What follows belongs to an exercise in optimizing a design on an open flow for a short achievable clock period and few clock cycles; a production flow would make more cautious choices.
Only simulation tests tie the RTL to the original design; equivalence was not proved.
Power figures rest on the tool's default switching activity, not on a simulated workload.

==> flow/design.v <==
package dcache_pkg;
    localparam int LINES_DEF = 16;
    localparam int WORDS_DEF = 4;
    localparam int OFFSET_W = $clog2(WORDS_DEF);
    localparam int INDEX_W = $clog2(LINES_DEF);
    localparam int TAG_W = 30 - OFFSET_W - INDEX_W;
endpackage
module dcache_data_array
#(
    parameter int LINES = dcache_pkg::LINES_DEF,
    parameter int WORDS = dcache_pkg::WORDS_DEF,
    localparam int AW = $clog2(LINES * WORDS)
) (
    input  logic          clock,
    input  logic          we,
    input  logic [AW-1:0] waddr,
    input  logic [31:0]   wdata,
    input  logic [AW-1:0] raddr,
    output logic [31:0]   rdata
);
    logic [31:0] mem [LINES*WORDS];
    always_ff @(posedge clock) begin
        if (we) mem[waddr] <= wdata;
    end
    assign rdata = mem[raddr];
endmodule
module dcache_ctrl
#(
    parameter int LINES = dcache_pkg::LINES_DEF,
    parameter int WORDS = dcache_pkg::WORDS_DEF
) (
    input  logic        clock,
    input  logic        reset,
    input  logic        cpu_req,
    input  logic        cpu_we,
    input  logic [31:0] cpu_addr,
    input  logic [31:0] cpu_wdata,
    output logic [31:0] cpu_rdata,
    output logic        cpu_ready,
    output logic        cpu_busy,
    input  logic        flush,
    output logic        mem_req,
    output logic        mem_we,
    output logic [31:0] mem_addr,
    output logic [31:0] mem_wdata,
    input  logic [31:0] mem_rdata,
    input  logic        mem_ack,
    output logic [15:0] hit_count,
    output logic [15:0] miss_count
);
    localparam int OW = $clog2(WORDS);
    localparam int IW = $clog2(LINES);
    localparam int TW = 30 - OW - IW;
    logic idle_q;                  
    logic rdy_q;                   
    logic mreq_q;                  
    logic refill_q;                
    logic shit_q;                  
    logic end_q;                   
    logic [15:0] hit_prev;         
    logic miss_q;                  
    logic byp_q;                   
    logic [OW-1:0] cnt_q;          
    logic [TW-1:0] tags [LINES];
    logic [LINES-1:0] valid;
    logic [31:0] rdata_q;
    logic [31:0] arr_rdata;
    logic [LINES-1:0] match;
    logic hit, accept, ack, arr_we;
    logic [TW-1:0] tag;
    logic [IW-1:0] idx;
    logic [OW-1:0] off;
    logic unused_addr_bits;
    assign unused_addr_bits = ^cpu_addr[1:0];
    assign tag = cpu_addr[31 -: TW];
    assign idx = cpu_addr[2+OW +: IW];
    assign off = cpu_addr[2 +: OW];
    always_comb begin
        for (int i = 0; i < LINES; i++) match[i] = valid[i] && tags[i] == tag;
    end
    assign hit = match[idx];
    assign accept = idle_q && cpu_req && !flush;
    assign ack = mreq_q && mem_ack;
    assign mem_req = mreq_q || (accept && cpu_we);
    assign mem_we = cpu_we;
    assign mem_addr = {cpu_addr[31:2+OW], cpu_we ? off : cnt_q, 2'b00};
    assign mem_wdata = cpu_wdata;
    assign cpu_ready = rdy_q || (mem_ack && end_q);
    assign cpu_rdata = rdata_q;
    assign arr_we = ack && (refill_q || shit_q);
    dcache_data_array #(.LINES(LINES), .WORDS(WORDS)) u_data (
        .clock(clock),
        .we(arr_we),
        .waddr({idx, refill_q ? cnt_q : off}),
        .wdata(refill_q ? mem_rdata : cpu_wdata),
        .raddr({idx, off}),
        .rdata(arr_rdata)
    );
    always_ff @(posedge clock) begin
        rdata_q <= byp_q ? mem_rdata : arr_rdata;
        if (accept) shit_q <= hit;
        if (accept) hit_prev <= hit_count;
        if (ack && refill_q && cnt_q == OW'(WORDS - 1)) tags[idx] <= tag;
    end
    always_ff @(posedge clock) begin
        if (reset) begin
            idle_q <= 1'b1;
            rdy_q <= 1'b0;
            cpu_busy <= 1'b0;
            mreq_q <= 1'b0;
            refill_q <= 1'b0;
            end_q <= 1'b0;
            byp_q <= 1'b0;
            miss_q <= 1'b0;
            cnt_q <= '0;
            valid <= '0;
            hit_count <= '0;
            miss_count <= '0;
        end else begin
            if (idle_q && flush) valid <= '0;
            rdy_q <= 1'b0;
            if (accept) begin
                idle_q <= 1'b0;
                cpu_busy <= 1'b1;
                if (cpu_we) begin
                    mreq_q <= 1'b1;
                    end_q <= 1'b1;
                end else begin
                    hit_count <= hit_count + 16'(hit_count != 16'hFFFF);
                    if (hit) rdy_q <= 1'b1;
                    else begin
                        mreq_q <= 1'b1;
                        refill_q <= 1'b1;
                    end
                end
            end
            miss_q <= accept && !cpu_we && !hit;
            if (miss_q) begin
                hit_count <= hit_prev;
                miss_count <= miss_count + 16'(miss_count != 16'hFFFF);
            end
            if (rdy_q) begin
                idle_q <= 1'b1;
                cpu_busy <= 1'b0;
            end
            if (ack) begin
                if (refill_q) begin
                    cnt_q <= cnt_q + 1'b1;
                    end_q <= cnt_q == OW'(WORDS - 2) && off != OW'(WORDS - 1);
                    byp_q <= cnt_q == OW'(WORDS - 2) && off == OW'(WORDS - 1);
                end
                if (byp_q) rdy_q <= 1'b1;
                if (end_q || byp_q) begin
                    idle_q <= !byp_q;
                    cpu_busy <= byp_q;
                    mreq_q <= 1'b0;
                    refill_q <= 1'b0;
                    end_q <= 1'b0;
                    byp_q <= 1'b0;
                    if (refill_q) valid[idx] <= 1'b1;
                end
            end
        end
    end
endmodule
==> flow/run.sh <==
#!/bin/bash
# synth_recipe.tcl (not shown) runs the flow's synth.tcl, then flattens the netlist and writes it again
# the make line also repeats each setting of config.mk as NAME=value (left out here)
make -C /OpenROAD-flow-scripts/flow DESIGN_CONFIG=/design/flow/config.mk WORK_HOME=/design/flow/orfs CLKGATE_MAP_FILE= SYNTH_SCRIPT=/design/flow/synth_recipe.tcl finish
==> flow/config.mk <==
export PLATFORM = sky130hd
export DESIGN_NAME = dcache_ctrl
export DESIGN_NICKNAME = dcache_ctrl
export VERILOG_FILES = /design/flow/design.v
export SDC_FILE = /design/flow/constraint.sdc
export NUM_CORES = 4
export LEC_CHECK = 0
export ABC_CLOCK_PERIOD_IN_PS = 1000
export CAP_MARGIN = 20
export CORE_MARGIN = 2
export CORE_UTILIZATION = 40
export CTS_CLUSTER_DIAMETER = 60
export CTS_CLUSTER_SIZE = 25
export SETUP_SLACK_MARGIN = 3.1
export SLEW_MARGIN = 20
==> flow/constraint.sdc <==
create_clock -name core_clock -period 6.0 [get_ports {clock}]
set_input_delay 1.2000 -clock core_clock [delete_from_list [all_inputs] [get_ports {clock}]]
set_output_delay 1.2000 -clock core_clock [all_outputs]
set_load 0.01 [all_outputs]
==> summary.md, run 1 <==
| Metric | Value |
|---|---|
| Outcome | no timing/DRC/antenna violations |
| Reg2Reg Setup Slack | 3.11 ns |
| VDD IR max | 0.306 mV |
| Placed insts | 7801 |
| Reg2Reg Launch Point | refill_q |
| Synth Area in XOR/XNOR | 3.66% |
| Fillers | 20058 |
| Number of global-route vias before repair | 47187 |
| Headroom to the max-slew limit | 27.4% |
| Mux contribution to synthesized area | 16.1% |
| Placer congestion estimate | 0.762 |
| Main area contributors after synthesis | edfxtp_1 74%, mux4_2 15%, xnor2_1 2.2% |
| Die width | 501 um |
| Post-Synth Simple-Gate Area | 1.98% |
| Critical path endpoint | mem_req |
| Worst reg2reg path depth | 4 |
| Kind of critical path | in2out |
| CP required | 4.80 ns |
| Largest net degree at the start of global routing | 81 |
| Initial Util | 40.2% |
| Fmax | 323 MHz |
| Critical path capture point type | output port |
| Final WL | 257 mm |
| Leak pwr | 36.1 nW |
| #FFs+latches synth | 2539 |
| Setup TNS | 0 ns |
| Yosys top cell area share | 74.3% |
| Cells after Synth | 4477 |
| Die H | 501 um |
| Clock Path Buffers | 3 |
| Clk latency of the worst-skew pair | 0.86 ns |
| Per-cell routed wire length | 31.1 um |
| P_int | 26.4 mW |
| Worst r2r dst | tags[6][14] |
| Setup violators final | 0 |
| Initial antenna violation count | 10 |
| Commonest non-fill, non-tap cell in the layout | edfxtp_1 |
| Power density over the cells | 296 nW/um2 |
| Die area | 251000 um2 |
| First-pass GRT wire length | 361 mm |
| Share of layout cells above drive strength 1 | 31.5% |
| Post-synthesis sequential area ratio | 76.2% |
| Most used flip-flop cell after synthesis | edfxtp_1 |
| Crit-path max FO | 2 |
| Post-Syn Area | 98900 um2 |
| Worst hold-check path type | reg2reg |
| Startpoint Class | input pin |
| GRT overflow | 0 |
| Routed vias | 47292 |
| Syn-to-layout area delta | 17.1% |
| DRC viols | 0 |
| Root Buffer | clkbuf_16 |
| Synth Area in Compound Gates | 0.451% |
| CTS tree | yes |
| # H-tree levels | 4 |
| Initial DRT Pass Iterations | 5 |
| Total global-route track usage | 20.2% |
| Largest family of logic cells by synthesized area | multiplexers |
| Async set-or-reset flop fraction in the synthesized netlist | 0% |
| Clock share of power | 36.3% |
| Synth Area in Adders | 0.139% |
| RSZ-0062 raised after global routing | yes |
| Row cnt | 182 |
| Final Instance Count excl. Fillers | 8282 |
| Nets | 5034 |
| Avg Vias per Cell | 5.71 |
| Reg power frac | 57.1% |
| Final count of pins violating max slew | 0 |
| Clk slew on worst S/H paths | 0.08 ns |
| Switch Pwr | 7.89 mW |
| CTS buffer count | 163 |
| IO buf count | 229 |
| Switch share | 23.0% |
| Max-Cap Viols | 0 |
| Mapped Avg Cell Area | 22.1 um2 |
| Worst EP arrival | 1.89 ns |
| Final period util | 51.6% |
| Fin. Hold Viols | 0 |
| Final Skew | 0.0594 ns |
| Tightest Pin Transition | 1.09 ns |
| Initial drt markers | 5866 |
| Commonest non-fill, non-tap cells in the layout | 2449 x edfxtp_1, 672 x mux4_2, 254 x xnor2_1 |
| Core ar. | 246000 um2 |
| CP startpoint | flush |
| Cell variety after synth | 47 |
| Number of flops mapped to enable cells by yosys | 2449 |
| Clk sinks | 2539 |
| I/O pin count | 234 |
| Post-CTS Hold Fix Bufs | 0 |
| Comb power frac | 6.6% |
| Ys Warns | 2 |
| DP Wirelength | 135 mm |
| Post-layout min period | 3.09 ns |
| Post-route ant nets | 0 |
| Dominant cell type by area after synthesis | edfxtp_1 |
[cells in the mapped netlist (31+ instances only)]
| cell | number |
|---|---|
| edfxtp_1 | 2449 |
| nor2_1 | 163 |
| nand2_1 | 31 |
| xor2_1 | 159 |
| nand3_1 | 40 |
| buf_2 | 77 |
| xnor2_1 | 254 |
| dfxtp_1 | 90 |
| buf_4 | 63 |
| clkbuf_1 | 127 |
| mux2_2 | 65 |
| nor4_1 | 42 |
| mux4_2 | 672 |
| nand4_1 | 73 |
[per-layer routing]
metal / part of all wire [%] / up-vias / global-route usage, %
li1: - / 19376 / -
met1: 42 / 25969 / 28.6
met2: 50 / 1673 / 33.6
met3: 6.3 / 272 / 2.60
met4: 2.2 / 2 / 4.68
met5: 0.0047 / - / 0
[what timing repair did]
item | in CTS | in global routing
hold endpoints to repair | 0 | 0
setup buffers | 97 | 15
pin swaps | 21 | 9
gates cloned | 48 | 14
setup endpoints to repair | 2423 | 262
resized for setup | 591 | 51
[layout make-up]
cell class / count / area [um2] / area share [%]
sequential: 2539 / 75400 / 65.1
multi-input combinational: 1643 / 23100 / 20.0
timing repair buffer: 566 / 7390 / 6.38
clock buffer: 181 / 4260 / 3.68
tap: 3220 / 4030 / 3.48
clock inverter: 122 / 1580 / 1.37
inverter: 7 / 47.5 / 0.0411
antenna: 3 / 7.51 / 0.00648
timing repair inverter: 1 / 5.00 / 0.00432
[logic make-up (layout without fill, tap and decap cells)]
family                     Yosys count  in the layout
muxes                              743            743
xor gates and xnor gates           413            413
AOI/OAI and AO/OA                   68             68
and+or+nand+nor                    400            406
adders and majority gates           11             11
buffers and inverters              302            877
DFF                               2539           2539
other                                1              5
[worst max-delay path, cell delays in order]
cell and delay [ns]:
buf_6 0.07, nand3b_1 0.17, clkinvlp_4 0.12, a21o_1 0.20, buf_6 0.13
[worst min-delay path by stage]
stage / from / to / slack, ns / depth (start not counted)
global placement: hit_prev[15] / hit_count[15] / 0.46 / 2
floorplan: valid[0] / valid[0] / 0.45 / 2
global route: hit_count[9] / hit_prev[9] / 0.50 / 0
CTS: hit_prev[5] / hit_count[5] / 0.48 / 2
finish: hit_prev[5] / hit_count[5] / 0.47 / 2
detailed placement: hit_prev[13] / hit_count[13] / 0.47 / 2
[registers in the layout (all words and copies together), names as in the netlist]
register and count:
byp_q 1, cnt_q 2, cpu_busy 1, end_q 1, hit_count 16, hit_prev 16
idle_q 1, miss_count 16, miss_q 1, mreq_q 1, rdata_q 32, rdy_q 1
refill_q 1, shit_q 1, tags 384, u_data.mem 2048, valid 16
[power groups by stage]
| stage | registers [mW] | clock network [mW] | logic [mW] |
|---|---|---|---|
| 6_report | 19.6 | 12.4 | 2.28 |
| 5_1_grt | 19.6 | 13.3 | 2.41 |
| 4_1_cts | 19.6 | 12.7 | 2.25 |
| 3_5_place_dp | 20.0 | 0 | 2.02 |
| 3_3_place_gp | 20.0 | 0 | 1.98 |
| 2_1_floorplan | 20.0 | 0 | 1.27 |
[per-stage QoR]
step                hold slack (ns)  setup slack, ns  utilization [%]  instance area (um2)  power [mW]
finish                        0.470             2.91             47.1               116000        34.3
global route                  0.503             2.87             47.1               116000        35.3
CTS                           0.479             2.59             46.8               115000        34.5
detailed placement            0.471             1.28             43.2               106000        22.0
global placement              0.462             1.31             43.2               106000        22.0
floorplan                     0.449             2.52                -               100000        21.3
Testbench counts, summed over its fixed seeds: cycles 90,878.
==> inputs of run 2 (changes only) <==
--- a/flow/config.mk
+++ b/flow/config.mk
@@ -9,7 +9,9 @@
 export CAP_MARGIN = 20
 export CORE_MARGIN = 2
-export CORE_UTILIZATION = 40
+export CORE_UTILIZATION = 50
 export CTS_CLUSTER_DIAMETER = 60
 export CTS_CLUSTER_SIZE = 25
-export SETUP_SLACK_MARGIN = 3.1
+export GPL_ROUTABILITY_DRIVEN = 0
+export PLACE_DENSITY_LB_ADDON = 0.2
+export SETUP_SLACK_MARGIN = 3.3
 export SLEW_MARGIN = 20
==> run 2 against run 1 <==
- still clean on timing, DRC and antenna
- global-route usage up 6.5 points
- final cell count down 5.4%
- register-to-register slack about the same
- critical path type is now in2reg
- largest cell class unchanged
- largest power group unchanged
- highest routed layer unchanged
==> summary.md, run 2 <==
| Metric | Value |
|---|---|
| CTS buffer count | 159 |
| Post-route ant nets | 0 |
| Die width | 449 um |
| VDD IR max | 0.280 mV |
| Worst EP arrival | 3.95 ns |
| Cell variety after synth | 47 |
| CP max stage delay | 0.60 ns |
| Root Buffer | clkbuf_16 |
| Synth cell count leaders | 2449 x edfxtp_1, 672 x mux4_2, 254 x xnor2_1, 163 x nor2_1, 159 x xor2_1 |
| Final count of pins violating max slew | 0 |
| Biggest regs | u_data.mem x2048, tags x384, rdata_q x32 |
| #FFs+latches synth | 2539 |
| CP required | 6.72 ns |
| Kind of critical path | in2reg |
| Largest register by flop count | u_data.mem |
| Total global-route track usage | 26.8% |
| Syn-to-layout area delta | 19.2% |
| Yosys top cell area share | 74.3% |
| Placed insts | 7217 |
| Initial Util | 50.2% |
| Initial antenna violation count | 6 |
| Setup TNS | 0 ns |
| Number of global-route vias before repair | 47622 |
| I/O pin count | 234 |
| Nets | 5172 |
| Final Instance Count excl. Fillers | 7832 |
| Ys Warns | 2 |
| Tightest Pin Transition | 1.07 ns |
| # H-tree levels | 4 |
| DP Wirelength | 137 mm |
| Post-layout min period | 3.24 ns |
| Core ar. | 197000 um2 |
| GRT overflow | 0 |
| Commonest non-fill, non-tap cell in the layout | edfxtp_1 |
| Buf/Inv on CP | 7 |
| Avg Vias per Cell | 6.26 |
| Most used flip-flop cell after synthesis | edfxtp_1 |
| Final core occ | 59.9% |
| Leak pwr | 37.4 nW |
| Outcome | no timing/DRC/antenna violations |
| Cells after Synth | 4477 |
| Setup violators final | 0 |
| Worst r2r dst | tags[6][18] |
| Crit. path cell count | 11 |
| CP delay by family, top | multiplexers |
| Max-Cap Viols | 0 |
| Diode count | 0 |
| Post-CTS Hold Fix Bufs | 0 |
| CP max stage cell | mux4_2 |
| Critical path capture point type | flip-flop |
| IO buf count | 229 |
| RSZ-0062 raised after global routing | yes |
| Final Skew | 0.0332 ns |
| CP cell instances | buf_16 -> buf_6 -> buf_12 -> buf_16 -> buf_12 -> buf_6 -> buf_12 -> mux4_2 -> mux4_2 -> mux4_2 -> mux2_4 |
| Initial DRT Pass Iterations | 7 |
| Worst reg2reg path depth | 3 |
| Post-Syn Area | 98900 um2 |
| Commonest non-fill, non-tap cells in the layout | 2449 x edfxtp_1, 672 x mux4_2, 254 x xnor2_1 |
| Async set-or-reset flop fraction in the synthesized netlist | 0% |
| Max reg flops | 2048 |
| Critical path endpoint | rdata_q[27] |
| Post-synthesis sequential area ratio | 76.2% |
| Per-cell routed wire length | 34.7 um |
| Final period util | 54.0% |
| Row cnt | 163 |
| Dominant cell type by area after synthesis | edfxtp_1 |
| CP startpoint | cpu_addr[2] |
| Fmax | 309 MHz |
| Fin. Hold Viols | 0 |
| Mapped Avg Cell Area | 22.1 um2 |
| Clk sinks | 2539 |
| Die area | 201000 um2 |
| Crit-path max FO | 7 |
| CTS tree | yes |
| First-pass GRT wire length | 376 mm |
| Clk slew on worst S/H paths | 0.08 ns |
| Die H | 449 um |
| Reg2Reg Launch Point | refill_q |
| Worst hold-check path type | reg2reg |
| Power density over the cells | 292 nW/um2 |
| Final WL | 272 mm |
| Initial drt markers | 6971 |
| Headroom to the max-slew limit | 28.8% |
| DRC viols | 0 |
| Power consumption | 34.5 mW |
| Share of layout cells above drive strength 1 | 35.6% |
| Reg2Reg Setup Slack | 3.10 ns |
| Clk latency of the worst-skew pair | 0.86 ns |
| Main area contributors after synthesis | edfxtp_1 74%, mux4_2 15%, xnor2_1 2.2% |
| Number of flops mapped to enable cells by yosys | 2449 |
| Clock Path Buffers | 3 |
| Count leader, synth | edfxtp_1 |
| Routed vias | 49039 |
| Startpoint Class | input pin |
| Largest net degree at the start of global routing | 76 |
==> run 2: cell type report <==
type                    instances  area, um2
fillers                     13810      79000
multi-input cells            1643      23300
clock buffers                 178       4250
well taps                    2640       3300
inverters                       7       47.5
repair buffers                708      10100
flip-flops and latches       2539      75400
repair inverters                1       5.00
clock inverters               116       1490
==> run 2: through the flow <==
step | hold WS [ns] | instance area (um2) | setup slack, ns
final | 0.476 | 118000 | 2.76
after global routing | 0.488 | 118000 | 2.76
after CTS | 0.474 | 117000 | 2.75
after detailed placement | 0.472 | 106000 | 1.20
after global placement | 0.462 | 106000 | 1.22
after floorplan | 0.449 | 101000 | 2.52
==> run 2: per-layer routing <==
layer  track usage [%]  share of wire, %  vias up
met5                 0            0.0026        -
met4              6.62               3.0        2
met3              3.89               8.0      358
met2              43.8                49     2354
met1              38.4                40    26650
li1                  -                 -    19675
==> run 2: repair_timing <==
item                                    in CTS  in global routing
buffers inserted                           207                 34
gates cloned                                66                 13
endpoints found under the setup margin    2615                369
pin swaps                                   59                 26
gates resized for setup                    944                 80
==> run 2: worst min-delay path, cell delays in order, from the launching register on <==
cell	delay, ns
edfxtp_1	0.32
mux2i_1	0.06
nor2_1	0.07
==> run 2: logic make-up after synthesis <==
group / after synthesis / synth area share (%)
adder cells (fa/ha/maj): 11 / 0.139
flip-flops: 2539 / 76.2
XOR/XNOR: 413 / 3.66
AND/OR/NAND/NOR: 400 / 1.98
AO/OA/AOI/OAI: 68 / 0.452
buffers and inverters: 302 / 1.51
other: 1 / 0.00379
multiplexers: 743 / 16.1
==> run 2: worst min path at each step <==
| stage | from | endpoint | cells after the start | slack [ns] |
|---|---|---|---|---|
| after floorplan | valid[0] | valid[0] | 2 | 0.45 |
| after global placement | hit_prev[15] | hit_count[15] | 2 | 0.46 |
| after detailed placement | hit_prev[14] | hit_count[14] | 2 | 0.47 |
| after CTS | hit_count[6] | hit_prev[6] | 0 | 0.47 |
| after global routing | hit_count[10] | hit_prev[10] | 0 | 0.49 |
| final | hit_prev[14] | hit_count[14] | 2 | 0.48 |
==> run 2: where the power goes <==
part,internal [mW],switching (mW)
Sequential,19.6,0.0242
Combinational,1.14,1.36
Clock,5.87,6.50
Total,26.6,7.89
==> inputs of run 3 (changes only) <==
--- a/flow/design.v
+++ b/flow/design.v
@@ -59,4 +59,5 @@
     logic end_q;                   
     logic [15:0] hit_prev;         
+    logic pend_q;                  
     logic miss_q;                  
     logic byp_q;                   
@@ -98,5 +99,5 @@
     );
     always_ff @(posedge clock) begin
-        rdata_q <= byp_q ? mem_rdata : arr_rdata;
+        rdata_q <= arr_rdata;
         if (accept) shit_q <= hit;
         if (accept) hit_prev <= hit_count;
@@ -113,4 +114,5 @@
             byp_q <= 1'b0;
             miss_q <= 1'b0;
+            pend_q <= 1'b0;
             cnt_q <= '0;
             valid <= '0;
@@ -140,4 +142,8 @@
                 miss_count <= miss_count + 16'(miss_count != 16'hFFFF);
             end
+            if (pend_q) begin
+                pend_q <= 1'b0;
+                rdy_q <= 1'b1;
+            end
             if (rdy_q) begin
                 idle_q <= 1'b1;
@@ -150,5 +156,5 @@
                     byp_q <= cnt_q == OW'(WORDS - 2) && off == OW'(WORDS - 1);
                 end
-                if (byp_q) rdy_q <= 1'b1;
+                pend_q <= byp_q;
                 if (end_q || byp_q) begin
                     idle_q <= !byp_q;
--- a/flow/config.mk
+++ b/flow/config.mk
@@ -12,6 +12,4 @@
 export CTS_CLUSTER_DIAMETER = 60
 export CTS_CLUSTER_SIZE = 25
-export GPL_ROUTABILITY_DRIVEN = 0
-export PLACE_DENSITY_LB_ADDON = 0.2
-export SETUP_SLACK_MARGIN = 3.3
+export SETUP_SLACK_MARGIN = 3.1
 export SLEW_MARGIN = 20
==> run 3 against run 2 <==
- still clean on timing, DRC and antenna
- global-route usage shrank 0.80 points
- non-clock buffer count fell by 135
- wire length shrank 4.1%
- fmax increased by 2.3%
- power decreased by 0.41%
- worst hold slack got worse by 0.016 ns
- final cell count is 2.1% lower
- worst setup slack gained 0.073 ns
- first-iteration DRC count decreased by 14%
- critical path depth decreased by 2
- clock skew is 0.0014 ns higher
- largest power group unchanged
==> summary.md, run 3 <==
| Metric | Value |
|---|---|
| Outcome | no timing/DRC/antenna violations |
| Fin. Hold Viols | 0 |
| Initial DRT Pass Iterations | 8 |
| Setup violators final | 0 |
| Root Buffer | clkbuf_16 |
| Crit-path max FO | 8 |
| Dominant cell type by area after synthesis | edfxtp_1 |
| Final Skew | 0.0345 ns |
| VDD IR max | 0.319 mV |
| Largest register by flop count | u_data.mem |
| Core ar. | 195000 um2 |
| Clk slew on worst S/H paths | 0.08 ns |
| CP max stage cell | mux4_2 |
| Die area | 201000 um2 |
| Post-synthesis sequential area ratio | 76.4% |
| Leak pwr | 36.2 nW |
| Synth Area in Adders | 0.140% |
| Finished Cell Area | 115000 um2 |
| Largest net degree at the start of global routing | 133 |
| Initial Util | 50.5% |
| IO buf count | 229 |
| Synth Area in XOR/XNOR | 3.64% |
| Synth cell count leaders | 2449 x edfxtp_1, 672 x mux4_2, 219 x xnor2_1, 191 x xor2_1, 158 x nor2_1 |
| Critical path capture point type | flip-flop |
| Final count of pins violating max slew | 0 |
| Placed insts | 7177 |
| Post-layout min period | 3.16 ns |
| Final period util | 52.7% |
| Post-route ant nets | 0 |
| Post-CTS Hold Fix Bufs | 0 |
| Clk latency of the worst-skew pair | 0.84 ns |
| DRC viols | 0 |
| Power density over the cells | 298 nW/um2 |
| Startpoint Class | input pin |
| Setup TNS | 0 ns |
| Max reg flops | 2048 |
| Post-Synth Simple-Gate Area | 1.98% |
| RSZ-0062 raised after global routing | yes |
| Count leader, synth | edfxtp_1 |
| Share of layout cells above drive strength 1 | 31.2% |
| Worst EP arrival | 3.84 ns |
| Cells after Synth | 4446 |
| Largest family of logic cells by synthesized area | multiplexers |
| Async set-or-reset flop fraction in the synthesized netlist | 0% |
| Cell repeated most along the worst path | buf_16 |
| Commonest non-fill, non-tap cell in the layout | edfxtp_1 |
| Kind of critical path | in2reg |
| Placer congestion estimate | 0.800 |
| Buf/Inv on CP | 6 |
| Post-DP Area | 105000 um2 |
| Most used flip-flop cell after synthesis | edfxtp_1 |
| CP max stage delay | 0.62 ns |
| Headroom to the max-slew limit | 23.5% |
| Total global-route track usage | 26.0% |
| Die H | 448 um |
| CTS tree | yes |
| GRT overflow | 0 |
| Final Instance Count excl. Fillers | 7664 |
| Mapped Avg Cell Area | 22.2 um2 |
| Per-cell routed wire length | 34.0 um |
| Fillers | 14033 |
| CP cell instances | buf_16 -> buf_12 -> buf_16 -> buf_16 -> buf_16 -> buf_12 -> mux4_2 -> mux4_2 -> mux4_2 |
| Final WL | 261 mm |
| CP delay by family, top | multiplexers |
| Yosys top cell area share | 74.6% |
| CTS buffer count | 163 |
| Avg Vias per Cell | 6.16 |
| Routed vias | 47242 |
| Initial drt markers | 5964 |
| Tightest Pin Transition | 1.15 ns |
| Post-Syn Area | 98600 um2 |
| Biggest regs | u_data.mem x2048, tags x384, rdata_q x32 |
| CP required | 6.68 ns |
| Mux contribution to synthesized area | 15.8% |
| Main area contributors after synthesis | edfxtp_1 75%, mux4_2 15%, xnor2_1 1.9% |
| Clock Path Buffers | 3 |
| Worst hold-check path type | reg2reg |
| Commonest non-fill, non-tap cells in the layout | 2449 x edfxtp_1, 672 x mux4_2, 219 x xnor2_1 |
| # H-tree levels | 4 |
| Number of flops mapped to enable cells by yosys | 2449 |
| Ys Warns | 2 |
| Fmax | 316 MHz |
| DP Wirelength | 138 mm |
| Synth Area in Compound Gates | 0.467% |
| Initial antenna violation count | 11 |
| Nets | 5011 |
| Clk sinks | 2540 |
| Cell variety after synth | 48 |
| Number of global-route vias before repair | 46480 |
| Row cnt | 162 |
| Die width | 448 um |
| I/O pin count | 234 |
| #FFs+latches synth | 2540 |
| Syn-to-layout area delta | 16.7% |
| First-pass GRT wire length | 362 mm |
| Max-Cap Viols | 0 |
## run 3: changes by cell type after synthesis, sizes merged, moves of 6 or more
cell	before	now
xnor2	254	219
mux2	65	33
xor2	159	191
nand2	31	50
nand3	40	25
clkbuf	127	113
buf	168	174
nand4	73	67
nor4	42	48
o21ai	9	15
## run 3: per-stage QoR
| step | worst slack, ns | total power, mW | hold WS (ns) | util [%] |
|---|---|---|---|---|
| floorplan | 2.73 | 21.2 | 0.433 | - |
| global placement | 1.45 | 22.0 | 0.438 | 53.9 |
| detailed placement | 1.42 | 22.0 | 0.466 | 53.9 |
| CTS | 2.73 | 34.5 | 0.463 | 58.4 |
| global route | 2.87 | 35.3 | 0.481 | 58.9 |
| finish | 2.84 | 34.3 | 0.460 | 58.9 |
## run 3: logic make-up after synthesis
| family | after synthesis |
|---|---|
| AO/OA/AOI/OAI | 73 |
| XOR/XNOR | 410 |
| adder cells (fa/ha/maj) | 11 |
| buffers and inverters | 294 |
| flip-flops | 2540 |
| multiplexers | 716 |
| other | 1 |
| AND/OR/NAND/NOR | 401 |
## run 3: area by class of cell
cell class / count / area [um2] / area share, %
Inverter: 7 / 43.8 / 0.0381
Clock inverter: 125 / 1550 / 1.35
Sequential cell: 2540 / 75400 / 65.6
Antenna cell: 2 / 5.00 / 0.00435
Multi-Input combinational cell: 1613 / 22700 / 19.7
Tap cell: 2624 / 3280 / 2.85
Clock buffer: 180 / 4270 / 3.71
Timing Repair Buffer: 573 / 7740 / 6.73
## run 3: what timing repair did
action / CTS / global route
setup buffers: 96 / 29
pin swaps: 47 / 12
resized for setup: 564 / 40
setup endpoints to repair: 2358 / 260
hold endpoints to repair: 0 / 0
cloned: 42 / 13
## run 3: path summary, 6_finish.rpt
path	start	to	slack (ns)	depth (start not counted)
min	pend_q	rdy_q	0.46	1
max reg2reg	mreq_q	u_data.mem[39][24]	3.20	6
min reg2reg	pend_q	rdy_q	0.46	1
max	cpu_addr[2]	rdata_q[29]	2.84	9
## run 3: power breakdown
group          switching [mW]  leakage (nW)  internal, mW
combinational            1.26          10.6         0.947
sequential             0.0501          22.8          19.6
clock                    6.47          2.80          6.03
total                    7.78          36.2          26.5
## run 3: per-layer routing
layer	up-vias	routed length [um]	track usage (%)
li1	19232	-	-
met1	25938	109000	37.8
met2	1756	129000	42.1
met3	312	16800	3.54
met4	4	5850	6.18
met5	-	87	0.265
Testbench counts of run 3, summed over its fixed seeds: cycles 92,014.
==> inputs of run 4 (changes only) <==
--- a/flow/design.v
+++ b/flow/design.v
@@ -20,8 +20,15 @@
 );
     logic [31:0] mem [LINES*WORDS];
+    logic [LINES*WORDS-1:0] rsel;
     always_ff @(posedge clock) begin
         if (we) mem[waddr] <= wdata;
     end
-    assign rdata = mem[raddr];
+    always_comb begin
+        rdata = '0;
+        for (int i = 0; i < LINES*WORDS; i++) begin
+            rsel[i] = raddr == AW'(i);
+            rdata = rdata | (mem[i] & {32{rsel[i]}});
+        end
+    end
 endmodule
 module dcache_ctrl
@@ -59,5 +66,4 @@
     logic end_q;                   
     logic [15:0] hit_prev;         
-    logic pend_q;                  
     logic miss_q;                  
     logic byp_q;                   
@@ -99,5 +105,5 @@
     );
     always_ff @(posedge clock) begin
-        rdata_q <= arr_rdata;
+        rdata_q <= byp_q ? mem_rdata : arr_rdata;
         if (accept) shit_q <= hit;
         if (accept) hit_prev <= hit_count;
@@ -114,5 +120,4 @@
             byp_q <= 1'b0;
             miss_q <= 1'b0;
-            pend_q <= 1'b0;
             cnt_q <= '0;
             valid <= '0;
@@ -142,8 +147,4 @@
                 miss_count <= miss_count + 16'(miss_count != 16'hFFFF);
             end
-            if (pend_q) begin
-                pend_q <= 1'b0;
-                rdy_q <= 1'b1;
-            end
             if (rdy_q) begin
                 idle_q <= 1'b1;
@@ -156,5 +157,5 @@
                     byp_q <= cnt_q == OW'(WORDS - 2) && off == OW'(WORDS - 1);
                 end
-                pend_q <= byp_q;
+                if (byp_q) rdy_q <= 1'b1;
                 if (end_q || byp_q) begin
                     idle_q <= !byp_q;
--- a/flow/config.mk
+++ b/flow/config.mk
@@ -9,5 +9,5 @@
 export CAP_MARGIN = 20
 export CORE_MARGIN = 2
-export CORE_UTILIZATION = 50
+export CORE_UTILIZATION = 45
 export CTS_CLUSTER_DIAMETER = 60
 export CTS_CLUSTER_SIZE = 25
==> run 4 against run 3 <==
- largest power group unchanged
- sequential power is essentially flat
- sequential share of layout area increased by 1.2 points
- fmax increased by 3.2%
- largest cell class unchanged
- combinational power fell by 29%
- sequential cell count shrank 1
- clock-buffer cell count down 12
==> summary.md, run 4 <==
| Metric | Value |
|---|---|
| Die area | 214000 um2 |
| Worst hold-check path type | reg2reg |
| Ys Warns | 2 |
| Post-CTS Hold Fix Bufs | 0 |
| Mapped Avg Cell Area | 17.3 um2 |
| #FFs+latches synth | 2539 |
| Placer congestion estimate | 0.856 |
| Clk sinks | 2539 |
| Clock Path Buffers | 3 |
| Post-route ant nets | 0 |
| Power consumption | 33.4 mW |
| Post-layout min period | 3.07 ns |
| Worst EP arrival | 1.87 ns |
| Initial drt markers | 13380 |
| Setup violators final | 0 |
| Main area contributors after synthesis | edfxtp_1 78%, a22oi_1 7.4%, xor2_1 2.2% |
| Leak pwr | 36.6 nW |
| Headroom to the max-slew limit | 19.4% |
| Die width | 463 um |
| Synth Area in Compound Gates | 8.91% |
| Per-cell routed wire length | 40.8 um |
| CP cell instances | buf_6 -> nand3b_1 -> clkinvlp_4 -> a21o_1 -> buf_6 |
| Outcome | no timing/DRC/antenna violations |
| Kind of critical path | in2out |
| Setup TNS | 0 ns |
| Dominant cell type by area after synthesis | edfxtp_1 |
| Max reg flops | 2048 |
| Cells after Synth | 5477 |
| Final WL | 370 mm |
| CTS buffer count | 158 |
| First-pass GRT wire length | 489 mm |
| Clk latency of the worst-skew pair | 0.89 ns |
| GRT overflow | 0 |
| Syn-to-layout area delta | 19.3% |
| Reg2Reg Launch Point | idle_q |
| Largest register by flop count | u_data.mem |
| Most used flip-flop cell after synthesis | edfxtp_1 |
| Root Buffer | clkbuf_16 |
| Nets | 6245 |
| Final count of pins violating max slew | 0 |
| Number of flops mapped to enable cells by yosys | 2449 |
| Synth Area in Adders | 0.159% |
| DRC viols | 0 |
| DP Wirelength | 201 mm |
| Cell variety after synth | 53 |
| IO buf count | 229 |
| Post-Syn Area | 94600 um2 |
| Final Instance Count excl. Fillers | 9063 |
| Number of global-route vias before repair | 55594 |
| Crit-path max FO | 2 |
| Power density over the cells | 296 nW/um2 |
| Routed vias | 61053 |
| Total global-route track usage | 33.6% |
| RSZ-0062 raised after global routing | yes |
| CP max stage cell | a21o_1 |
| Largest family of logic cells by synthesized area | compound AO/OA/AOI/OAI gates |
| HP Start | hit_prev[13] |
| CP max stage delay | 0.17 ns |
| CP delay by family, top | buffers and inverters |
| Final core occ | 53.9% |
| I/O pin count | 234 |
| Share of layout cells above drive strength 1 | 20.2% |
| Final period util | 51.1% |
| CTS tree | yes |
| Tightest Pin Transition | 1.21 ns |
| Max-Cap Viols | 0 |
| Row cnt | 168 |
| # H-tree levels | 4 |
| Fmax | 326 MHz |
| Clk slew on worst S/H paths | 0.08 ns |
| Fin. Hold Viols | 0 |
| Commonest non-fill, non-tap cells in the layout | 2449 x edfxtp_1, 911 x a22oi_1, 415 x buf_4 |
| CP required | 4.80 ns |
| Mux contribution to synthesized area | 0.541% |
| Yosys top cell area share | 77.7% |
| VDD IR max | 0.338 mV |
| Initial DRT Pass Iterations | 9 |
| Synth cell count leaders | 2449 x edfxtp_1, 930 x a22oi_1, 276 x nand2_1, 237 x nor2_1, 236 x xor2_1 |
| Avg Vias per Cell | 6.74 |
| Biggest regs | u_data.mem x2048, tags x384, rdata_q x32 |
| Synth Area in XOR/XNOR | 3.84% |
| Async set-or-reset flop fraction in the synthesized netlist | 0% |
| Post-Synth Simple-Gate Area | 5.08% |
| Core ar. | 209000 um2 |
| Final Skew | 0.0501 ns |
| Initial antenna violation count | 20 |
| Largest net degree at the start of global routing | 65 |
| Buf/Inv on CP | 3 |
| Count leader, synth | edfxtp_1 |
| CP startpoint | cpu_req |
| Die H | 463 um |
| Commonest non-fill, non-tap cell in the layout | edfxtp_1 |
| Post-synthesis sequential area ratio | 79.6% |
| Cell repeated most along the worst path | buf_6 |
| Critical path capture point type | output port |
| WHS | 0.483 ns |
| Placed insts | 8489 |
| Startpoint Class | input pin |
| Initial Util | 45.2% |
[run 4: cell count changes after synthesis, moves of 59 or more]
cell,before,now
a22oi_1,17,930
mux4_2,672,0
nand2_1,50,276
nand4_1,67,166
nor2_1,158,237
nor4_1,48,107
[run 4: kinds of logic (layout without fill, tap and decap cells)]
group / count (synthesis) / after routing
AO/OA/AOI/OAI: 1117 / 1117
XOR/XNOR: 415 / 415
adder cells (fa/ha/maj): 12 / 12
buffers and inverters: 363 / 1138
flip-flops: 2539 / 2539
multiplexers: 47 / 47
other: 1 / 7
AND/OR/NAND/NOR: 983 / 983
[run 4: cell type report]
type,instances,area (um2)
repair inverters,1,5.00
diodes,5,12.5
fillers,16464,96500
clock buffers,168,4040
repair buffers,837,9010
multi-input cells,2576,19300
clock inverters,114,1490
inverters,18,88.8
well taps,2805,3510
flip-flops and latches,2539,75400
[run 4: worst paths after layout]
path                                 endpoint  slack [ns]  depth (start not counted)
worst max-delay path                  mem_req        2.93                          5
worst min-delay path            hit_count[13]        0.48                          2
worst max register to register          end_q        3.03                         20
worst min register to register  hit_count[13]        0.48                          2
[run 4: power breakdown]
part / internal, mW / switching, mW / leakage [nW] / total, mW
Clock: 5.71 / 6.57 / 2.67 / 12.3
Sequential: 19.6 / 0.0305 / 22.8 / 19.6
Combinational: 0.513 / 1.05 / 11.2 / 1.57
[run 4: what timing repair did]
action,CTS,global route
resized for setup,624,108
setup endpoints to repair,2531,113
gates cloned,6,1
buffers inserted,231,48
pin swaps,79,44
[run 4: per-stage QoR]
stage | instance area [um2] | worst slack, ns
floorplan | 95200 | 2.70
global placement | 103000 | 0.676
detailed placement | 103000 | 0.646
CTS | 112000 | 2.92
global route | 113000 | 2.88
finish | 113000 | 2.93
[run 4: routing by layer]
layer | share of wire (%) | up-vias | GRT usage, %
met4 | 6.4 | 24 | 17.4
met5 | 0.039 | - | 0
li1 | - | 23239 | -
met1 | 35 | 31128 | 45.6
met2 | 43 | 5526 | 49.4
met3 | 15 | 1136 | 9.80
[run 4: worst reg2reg max path, delay by kind of cell (launching register included)]
family / cells / cell delay [ns]
buffers and inverters: 17 / 2.10
flip-flops: 1 / 0.33
AND/OR/NAND/NOR: 2 / 0.23
AO/OA/AOI/OAI: 1 / 0.17
Testbench counts of run 4, summed over its fixed seeds: cycles 90,878.

[what the ideal ports hide]
In the flow no input, the clock included, has a driving cell. The finished layouts below were timed again as built, in two steps. Step 1: set_driving_cell puts a clkbuf_16 on clock and a buf_2 on each other input, an assumption about the parent block. Step 2 moves the port delays by t, midway between the first and last clock arrival at a register: inputs arrive t later, outputs are due t later. That takes back most of the time a late clock gives input paths. a / b / c = no drivers / after step 1 / after step 2; a / b = the first two.
| run | shift t [ns] | setup WS [ns] | hold slack, ns | worst setup path after step 2 | cell pins on the clock port's net |
|---|---|---|---|---|---|
| run 1 | 0.915 | 2.906 / 2.727 / 1.811 | 0.470 / 0.470 / 0.470 | input to register | 1 |
| run 2 | 0.932 | 2.763 / 2.580 / 1.676 | 0.476 / 0.476 / 0.476 | input to register | 1 |
| run 3 | 0.917 | 2.836 / 2.638 / 1.740 | 0.460 / 0.460 / 0.460 | input to register | 1 |
| run 4 | 0.953 | 2.934 / 2.862 / 2.007 | 0.483 / 0.483 / 0.483 | input to register | 1 |
After both steps setup and hold are still met in every run listed. For run 3, which loses most, drivers alone change the setup slack by -0.198 ns; drivers and shift together by -1.096 ns.
